From an optimization exercise on the open Yosys and OpenROAD flow, aimed at small area, a short achievable clock period and few clock cycles per item; shortcuts taken in it are not production practice. At most, simulation tests tie the RTL to the original design; equivalence was not proved. Power is estimated from default activity; no workload was simulated.

== main ==
==> flow/design.v <==
`default_nettype none
module accumulator_pingpong_bank #(
  parameter int ROWS      = 4,
  parameter int COLS      = 4,
  parameter int IN_WIDTH  = 16,
  parameter int ACC_WIDTH = 32,
  parameter int SATURATE  = 1
) (
  input  logic                                     clk_i,
  input  logic                                     reset_n_i,
  input  logic                                     in_valid_i,
  output logic                                     in_ready_o,
  input  logic                                     in_last_i,
  input  logic [ROWS-1:0][COLS-1:0][IN_WIDTH-1:0]  in_data_i,
  output logic                                     out_valid_o,
  input  logic                                     out_ready_i,
  output logic [COLS-1:0][ACC_WIDTH-1:0]           out_data_o,
  output logic [$clog2(ROWS)-1:0]                  out_row_o,
  output logic                                     out_last_o,
  output logic                                     out_overflow_o
);
  localparam int ROW_W = $clog2(ROWS);
  localparam logic [ROW_W-1:0] LAST_ROW = ROW_W'(ROWS - 1);
  localparam int HW = ACC_WIDTH - IN_WIDTH;    
  logic [ROWS-1:0][COLS-1:0][ACC_WIDTH-1:0] acc_q;
  logic [ROWS-1:0][COLS-1:0][IN_WIDTH-1:0]  beat_q;   
  logic             beat_last_q;   
  logic             full_q;        
  logic             flush_q;       
  logic             ovf_q;
  logic [ROW_W-1:0] row_q;
  logic             in_ready_q, out_valid_q, out_last_q;   
  logic             full_d, flush_d, beat_last_d;
  logic [ROW_W-1:0] row_d;
  logic accept, shift, ovf_d;
  logic [ROWS*COLS-1:0] ovf_e;
  assign in_ready_o     = in_ready_q;     
  assign accept         = reset_n_i && in_valid_i && in_ready_o;
  assign out_valid_o    = out_valid_q;    
  assign shift          = full_q && (out_ready_i || flush_q);
  assign out_row_o      = row_q;
  assign out_last_o     = out_last_q;     
  assign out_overflow_o = ovf_q;
  assign out_data_o     = acc_q[0];
  always_ff @(posedge clk_i) begin
    ovf_q       <= ovf_d;
    beat_last_q <= beat_last_d;
  end
  for (genvar r = 0; r < ROWS; r++) begin : g_r
    for (genvar c = 0; c < COLS; c++) begin : g_c
      logic [IN_WIDTH-1:0]  d, lo_a, lo_s;
      logic [HW-1:0]        hi_a, ones, zeros;
      logic [ACC_WIDTH-1:0] nxt;
      logic                 sh, cy, sg, top_up, top_dn, up, dn, satp, satn;
      assign d    = beat_q[r][c];
      assign lo_a = acc_q[r][c][IN_WIDTH-1:0];
      assign hi_a = acc_q[r][c][ACC_WIDTH-1:IN_WIDTH];
      logic tk;
      accpp_take u_tk (.rst_n(reset_n_i), .valid(in_valid_i), .ready(in_ready_q), .y(tk));
      always_ff @(posedge clk_i) begin
        beat_q[r][c] <= tk ? in_data_i[r][c] : '0;
      end
      accpp_shift u_sh (.full(full_q), .ready(out_ready_i), .flush(flush_q), .y(sh));
      accpp_add #(.W(IN_WIDTH)) u_add (.a(lo_a), .b(d), .s(lo_s), .co(cy));
      assign sg   = d[IN_WIDTH-1];
      assign ones[0]  = 1'b1;
      assign zeros[0] = 1'b1;
      for (genvar i = 1; i < HW; i++) begin : g_pre
        assign ones[i]  = &hi_a[i-1:0];
        assign zeros[i] = ~|hi_a[i-1:0];
      end
      assign top_up = !hi_a[HW-1] && ones[HW-1];    
      assign top_dn = hi_a[HW-1] && zeros[HW-1];    
      assign up   = cy && !sg;
      assign dn   = !cy && sg;
      assign satp = up && top_up;
      assign satn = dn && top_dn;
      accpp_mux u_sat (.s(cy), .a(sg && top_dn), .b(!sg && top_up), .y(ovf_e[r*COLS+c]));
      for (genvar i = 0; i < IN_WIDTH; i++) begin : g_lo
        if (r == ROWS - 1) begin : g_bot
          accpp_lo_bit0 u_b (.s(lo_s[i]), .satp(satp), .satn(satn), .shift(sh), .y(nxt[i]));
        end else begin : g_mid
          accpp_lo_bit u_b (.s(lo_s[i]), .satp(satp), .satn(satn), .shift(sh),
                            .below(acc_q[r+1][c][i]), .y(nxt[i]));
        end
      end
      for (genvar i = 0; i < HW; i++) begin : g_hi
        logic t, x;
        accpp_tog u_t (.up(up && !top_up), .ones(ones[i]), .dn(dn && !top_dn), .zeros(zeros[i]), .t(t));
        accpp_xor u_x (.a(hi_a[i]), .b(t), .y(x));
        if (r == ROWS - 1) begin : g_bot
          accpp_andn u_m (.a(x), .b(sh), .y(nxt[IN_WIDTH+i]));
        end else begin : g_mid
          accpp_mux u_m (.s(sh), .a(x), .b(acc_q[r+1][c][IN_WIDTH+i]), .y(nxt[IN_WIDTH+i]));
        end
      end
      always_ff @(posedge clk_i) begin
        acc_q[r][c] <= nxt;
      end
    end
  end
  logic [7:0] ovf_n1;
  logic [3:0] ovf_o2;
  logic [1:0] ovf_n3;
  for (genvar k = 0; k < 8; k++) begin : g_ovf1
    accpp_nor2 u_o (.a(ovf_e[2*k]), .b(ovf_e[2*k+1]), .y(ovf_n1[k]));
  end
  for (genvar k = 0; k < 4; k++) begin : g_ovf2
    accpp_nand2 u_o (.a(ovf_n1[2*k]), .b(ovf_n1[2*k+1]), .y(ovf_o2[k]));
  end
  for (genvar k = 0; k < 2; k++) begin : g_ovf3
    accpp_nor2 u_o (.a(ovf_o2[2*k]), .b(ovf_o2[2*k+1]), .y(ovf_n3[k]));
  end
  accpp_nand3 u_ovf (.a(ovf_n3[0]), .b(ovf_n3[1]), .c(!(ovf_q && !(shift && row_q == LAST_ROW))),
                     .y(ovf_d));
  always_ff @(posedge clk_i) begin
    full_q      <= full_d;
    flush_q     <= flush_d;
    row_q       <= row_d;
    in_ready_q  <= !full_d && !beat_last_d;
    out_valid_q <= full_d && !flush_d;
    out_last_q  <= (row_d == LAST_ROW);
  end
  always_comb begin
    beat_last_d = accept && in_last_i;
    full_d      = full_q;
    flush_d     = flush_q;
    row_d       = row_q;
    if (!full_q) begin
      full_d = beat_last_q;
    end
    if (shift) begin
      row_d = row_q + 1'b1;
      if (row_q == LAST_ROW) begin
        full_d  = 1'b0;
        flush_d = 1'b0;
      end
    end
    if (!reset_n_i) begin
      full_d  = 1'b1;
      flush_d = 1'b1;
      row_d   = '0;
    end
  end
endmodule
module accpp_add #(
  parameter int W = 16
) (
  input  logic [W-1:0] a,
  input  logic [W-1:0] b,
  output logic [W-1:0] s,
  output logic         co
);
  localparam int L = $clog2(W);
  logic [L:0][W-1:0] g, p;
  for (genvar i = 0; i < W; i++) begin : g_in
    accpp_and u_g (.a(a[i]), .b(b[i]), .y(g[0][i]));
    accpp_xor u_p (.a(a[i]), .b(b[i]), .y(p[0][i]));
  end
  for (genvar l = 0; l < L; l++) begin : g_lvl
    for (genvar i = 0; i < W; i++) begin : g_bit
      localparam int J = ((i >> l) << l) - 1;
      if (((i >> l) & 1) == 0) begin : g_pass
        assign g[l+1][i] = g[l][i];
        assign p[l+1][i] = p[l][i];
      end else if ((i >> (l + 1)) == 0) begin : g_gray
        accpp_gray u_c (.gh(g[l][i]), .ph(p[l][i]), .gl(g[l][J]), .go(g[l+1][i]));
        assign p[l+1][i] = 1'b0;
      end else begin : g_black
        accpp_black u_c (.gh(g[l][i]), .ph(p[l][i]), .gl(g[l][J]), .pl(p[l][J]),
                         .go(g[l+1][i]), .po(p[l+1][i]));
      end
    end
  end
  assign s[0] = p[0][0];
  for (genvar i = 1; i < W; i++) begin : g_sum
    accpp_xor u_x (.a(p[0][i]), .b(g[L][i-1]), .y(s[i]));
  end
  assign co = g[L][W-1];
endmodule
module accpp_gray (input logic gh, ph, gl, output logic go);
  assign go = gh | (ph & gl);
endmodule
module accpp_black (input logic gh, ph, gl, pl, output logic go, po);
  assign go = gh | (ph & gl);
  assign po = ph & pl;
endmodule
module accpp_and (input logic a, b, output logic y);
  assign y = a & b;
endmodule
module accpp_xor (input logic a, b, output logic y);
  assign y = a ^ b;
endmodule
module accpp_lo_bit (input logic s, satp, satn, shift, below, output logic y);
  assign y = shift ? below : ((s || satp) && !satn);
endmodule
module accpp_nor2 (input logic a, b, output logic y);
  assign y = !(a || b);
endmodule
module accpp_take (input logic rst_n, valid, ready, output logic y);
  assign y = rst_n && valid && ready;
endmodule
module accpp_shift (input logic full, ready, flush, output logic y);
  assign y = full && (ready || flush);
endmodule
module accpp_nand3 (input logic a, b, c, output logic y);
  assign y = !(a && b && c);
endmodule
module accpp_andn (input logic a, b, output logic y);
  assign y = a && !b;
endmodule
module accpp_lo_bit0 (input logic s, satp, satn, shift, output logic y);
  assign y = !shift && (s || satp) && !satn;
endmodule
module accpp_nand2 (input logic a, b, output logic y);
  assign y = !(a && b);
endmodule
module accpp_tog (input logic up, ones, dn, zeros, output logic t);
  assign t = (up && ones) || (dn && zeros);
endmodule
module accpp_mux (input logic s, a, b, output logic y);
  assign y = s ? b : a;
endmodule
`default_nettype wire
export LEC_CHECK = 0
export CAP_MARGIN = 20
export CORE_MARGIN = 2
export CORE_UTILIZATION = 45
export SETUP_SLACK_MARGIN = 4.2
export SLEW_MARGIN = 20
export SYNTH_HIERARCHICAL = 1
export SYNTH_MINIMUM_KEEP_SIZE = 0
create_clock -name core_clock -period 7.0 [get_ports {clk_i}]
standard.sh (not shown) runs the stock make flow with config.mk's settings and CLKGATE_MAP_FILE= SYNTH_SCRIPT=/design/flow/synth_recipe.tcl, a recipe that flattens the netlist after the stock synthesis.
==> flow/flow/run.sh <==
#!/bin/bash
# Standard layout, but the port buffers are the smallest buffer cell.
set -e
export BUFFER_PORTS_ARGS="-buffer_cell sky130_fd_sc_hd__buf_1"
bash standard.sh > standard.log 2>&1
Testbench counts of main, summed over its fixed seeds: cycles 9,667, beats 6,772.
### main -> the feature branch
==> flow/design.v, changed modules only <==
module accumulator_pingpong_bank #(
  parameter int ROWS      = 4,
  parameter int COLS      = 4,
  parameter int IN_WIDTH  = 16,
  parameter int ACC_WIDTH = 32,
  parameter int SATURATE  = 1
) (
  input  logic                                     clk_i,
  input  logic                                     reset_n_i,
  input  logic                                     in_valid_i,
  output logic                                     in_ready_o,
  input  logic                                     in_last_i,
  input  logic [ROWS-1:0][COLS-1:0][IN_WIDTH-1:0]  in_data_i,
  output logic                                     out_valid_o,
  input  logic                                     out_ready_i,
  output logic [COLS-1:0][ACC_WIDTH-1:0]           out_data_o,
  output logic [$clog2(ROWS)-1:0]                  out_row_o,
  output logic                                     out_last_o,
  output logic                                     out_overflow_o
);
  localparam int ROW_W = $clog2(ROWS);
  localparam logic [ROW_W-1:0] LAST_ROW = ROW_W'(ROWS - 1);
  localparam int HW = ACC_WIDTH - IN_WIDTH;    
  logic [ROWS-1:0][COLS-1:0][ACC_WIDTH-1:0] acc_q;
  logic [ROWS-1:0][COLS-1:0][IN_WIDTH-1:0]  beat_q;   
  logic             beat_last_q;   
  logic             full_q;        
  logic             flush_q;       
  logic             ovf_q;
  logic [ROW_W-1:0] row_q;
  logic             in_ready_q, out_valid_q, out_last_q;   
  logic             full_d, flush_d, beat_last_d;
  logic [ROW_W-1:0] row_d;
  logic accept, shift, ovf_d;
  logic [ROWS*COLS-1:0] ovf_e;
  assign in_ready_o     = in_ready_q;     
  assign accept         = reset_n_i && in_valid_i && in_ready_o;
  assign out_valid_o    = out_valid_q;    
  assign shift          = full_q && (out_ready_i || flush_q);
  assign out_row_o      = row_q;
  assign out_last_o     = out_last_q;     
  assign out_overflow_o = ovf_q;
  assign out_data_o     = acc_q[0];
  always_ff @(posedge clk_i) begin
    ovf_q       <= ovf_d;
    beat_q      <= accept ? in_data_i : '0;
    beat_last_q <= beat_last_d;
  end
  for (genvar r = 0; r < ROWS; r++) begin : g_r
    for (genvar c = 0; c < COLS; c++) begin : g_c
      logic [IN_WIDTH-1:0]  d, lo_a, lo_s;
      logic [HW-1:0]        hi_a, ones, zeros;
      logic [ACC_WIDTH-1:0] nxt;
      logic                 cy, sg, top_up, top_dn, up, dn, satp, satn;
      assign d    = beat_q[r][c];
      assign lo_a = acc_q[r][c][IN_WIDTH-1:0];
      assign hi_a = acc_q[r][c][ACC_WIDTH-1:IN_WIDTH];
      accpp_add #(.W(IN_WIDTH)) u_add (.a(lo_a), .b(d), .s(lo_s), .co(cy));
      assign sg   = d[IN_WIDTH-1];
      assign ones[0]  = 1'b1;
      assign zeros[0] = 1'b1;
      for (genvar i = 1; i < HW; i++) begin : g_pre
        assign ones[i]  = &hi_a[i-1:0];
        assign zeros[i] = ~|hi_a[i-1:0];
      end
      assign top_up = !hi_a[HW-1] && ones[HW-1];    
      assign top_dn = hi_a[HW-1] && zeros[HW-1];    
      assign up   = cy && !sg;
      assign dn   = !cy && sg;
      assign satp = up && top_up;
      assign satn = dn && top_dn;
      accpp_mux u_sat (.s(cy), .a(sg && top_dn), .b(!sg && top_up), .y(ovf_e[r*COLS+c]));
      for (genvar i = 0; i < IN_WIDTH; i++) begin : g_lo
        if (r == ROWS - 1) begin : g_bot
          accpp_lo_bit0 u_b (.s(lo_s[i]), .satp(satp), .satn(satn), .shift(shift), .y(nxt[i]));
        end else begin : g_mid
          accpp_lo_bit u_b (.s(lo_s[i]), .satp(satp), .satn(satn), .shift(shift),
                            .below(acc_q[r+1][c][i]), .y(nxt[i]));
        end
      end
      for (genvar i = 0; i < HW; i++) begin : g_hi
        logic t, x;
        accpp_tog u_t (.up(up && !top_up), .ones(ones[i]), .dn(dn && !top_dn), .zeros(zeros[i]), .t(t));
        accpp_xor u_x (.a(hi_a[i]), .b(t), .y(x));
        if (r == ROWS - 1) begin : g_bot
          accpp_andn u_m (.a(x), .b(shift), .y(nxt[IN_WIDTH+i]));
        end else begin : g_mid
          accpp_mux u_m (.s(shift), .a(x), .b(acc_q[r+1][c][IN_WIDTH+i]), .y(nxt[IN_WIDTH+i]));
        end
      end
      always_ff @(posedge clk_i) begin
        acc_q[r][c] <= nxt;
      end
    end
  end
  logic [7:0] ovf_n1;
  logic [3:0] ovf_o2;
  logic [1:0] ovf_n3;
  for (genvar k = 0; k < 8; k++) begin : g_ovf1
    accpp_nor2 u_o (.a(ovf_e[2*k]), .b(ovf_e[2*k+1]), .y(ovf_n1[k]));
  end
  for (genvar k = 0; k < 4; k++) begin : g_ovf2
    accpp_nand2 u_o (.a(ovf_n1[2*k]), .b(ovf_n1[2*k+1]), .y(ovf_o2[k]));
  end
  for (genvar k = 0; k < 2; k++) begin : g_ovf3
    accpp_nor2 u_o (.a(ovf_o2[2*k]), .b(ovf_o2[2*k+1]), .y(ovf_n3[k]));
  end
  accpp_nand3 u_ovf (.a(ovf_n3[0]), .b(ovf_n3[1]), .c(!(ovf_q && !(shift && row_q == LAST_ROW))),
                     .y(ovf_d));
  always_ff @(posedge clk_i) begin
    full_q      <= full_d;
    flush_q     <= flush_d;
    row_q       <= row_d;
    in_ready_q  <= !full_d && !beat_last_d;
    out_valid_q <= full_d && !flush_d;
    out_last_q  <= (row_d == LAST_ROW);
  end
  always_comb begin
    beat_last_d = accept && in_last_i;
    full_d      = full_q;
    flush_d     = flush_q;
    row_d       = row_q;
    if (!full_q) begin
      full_d = beat_last_q;
    end
    if (shift) begin
      row_d = row_q + 1'b1;
      if (row_q == LAST_ROW) begin
        full_d  = 1'b0;
        flush_d = 1'b0;
      end
    end
    if (!reset_n_i) begin
      full_d  = 1'b1;
      flush_d = 1'b1;
      row_d   = '0;
    end
  end
endmodule
// module accpp_take removed
// module accpp_shift removed
Findings:
- Between main and the feature branch, the global router's overall resource usage is higher for main.
- Total power of the feature branch is lower than that of main.
- On placeable core region, main and the feature branch are neck and neck.
- Transition at the pin with the smallest max-transition slack, main and the feature branch: larger value in main
- Going from main to the feature branch, worst setup slack shrank by 0.0078 ns; number of instances resized during post-cts repair decreased 12.
- The feature branch against main: wire length of the first global-routing pass went down; sum of net half-perimeters after detailed placement has decreased; non-clock buffer count up 8; initial antenna violation count up 3; area after synthesis moved down.
- Diff main -> the feature branch | clock power | down by a little under 10%
- Re wire length: main and the feature branch aren't equal, and the lower value belongs to the feature branch.
For the feature branch, only the layout was checked, not whether the RTL still works.

[re-timing with driven ports]
The results above use ideal ports. As a check the final layouts listed here were re-extracted and re-timed, cells and wires unchanged. Step 1 assumes that a clkbuf_16 drives the clock port and a buf_2 every other input. Step 2 moves the port delays by t, midway between the first and last clock arrival at a register: inputs arrive t later, outputs are due t later. That takes back most of the time a late clock gives input paths. Slacks: ideal ports / drivers / drivers and shift; pairs: ideal ports / drivers.
run	t, ns	setup WS [ns]	worst setup path after step 2	pins driven straight from the clock port
main	0.722	4.272 / 4.208 / 3.728	input to register	1
the feature branch	0.734	4.264 / 4.193 / 3.664	input to register	1
After both steps every run listed still meets setup and hold. The setup slack of the feature branch, which loses most, moves by -0.071 ns with the drivers and by -0.600 ns with both steps.
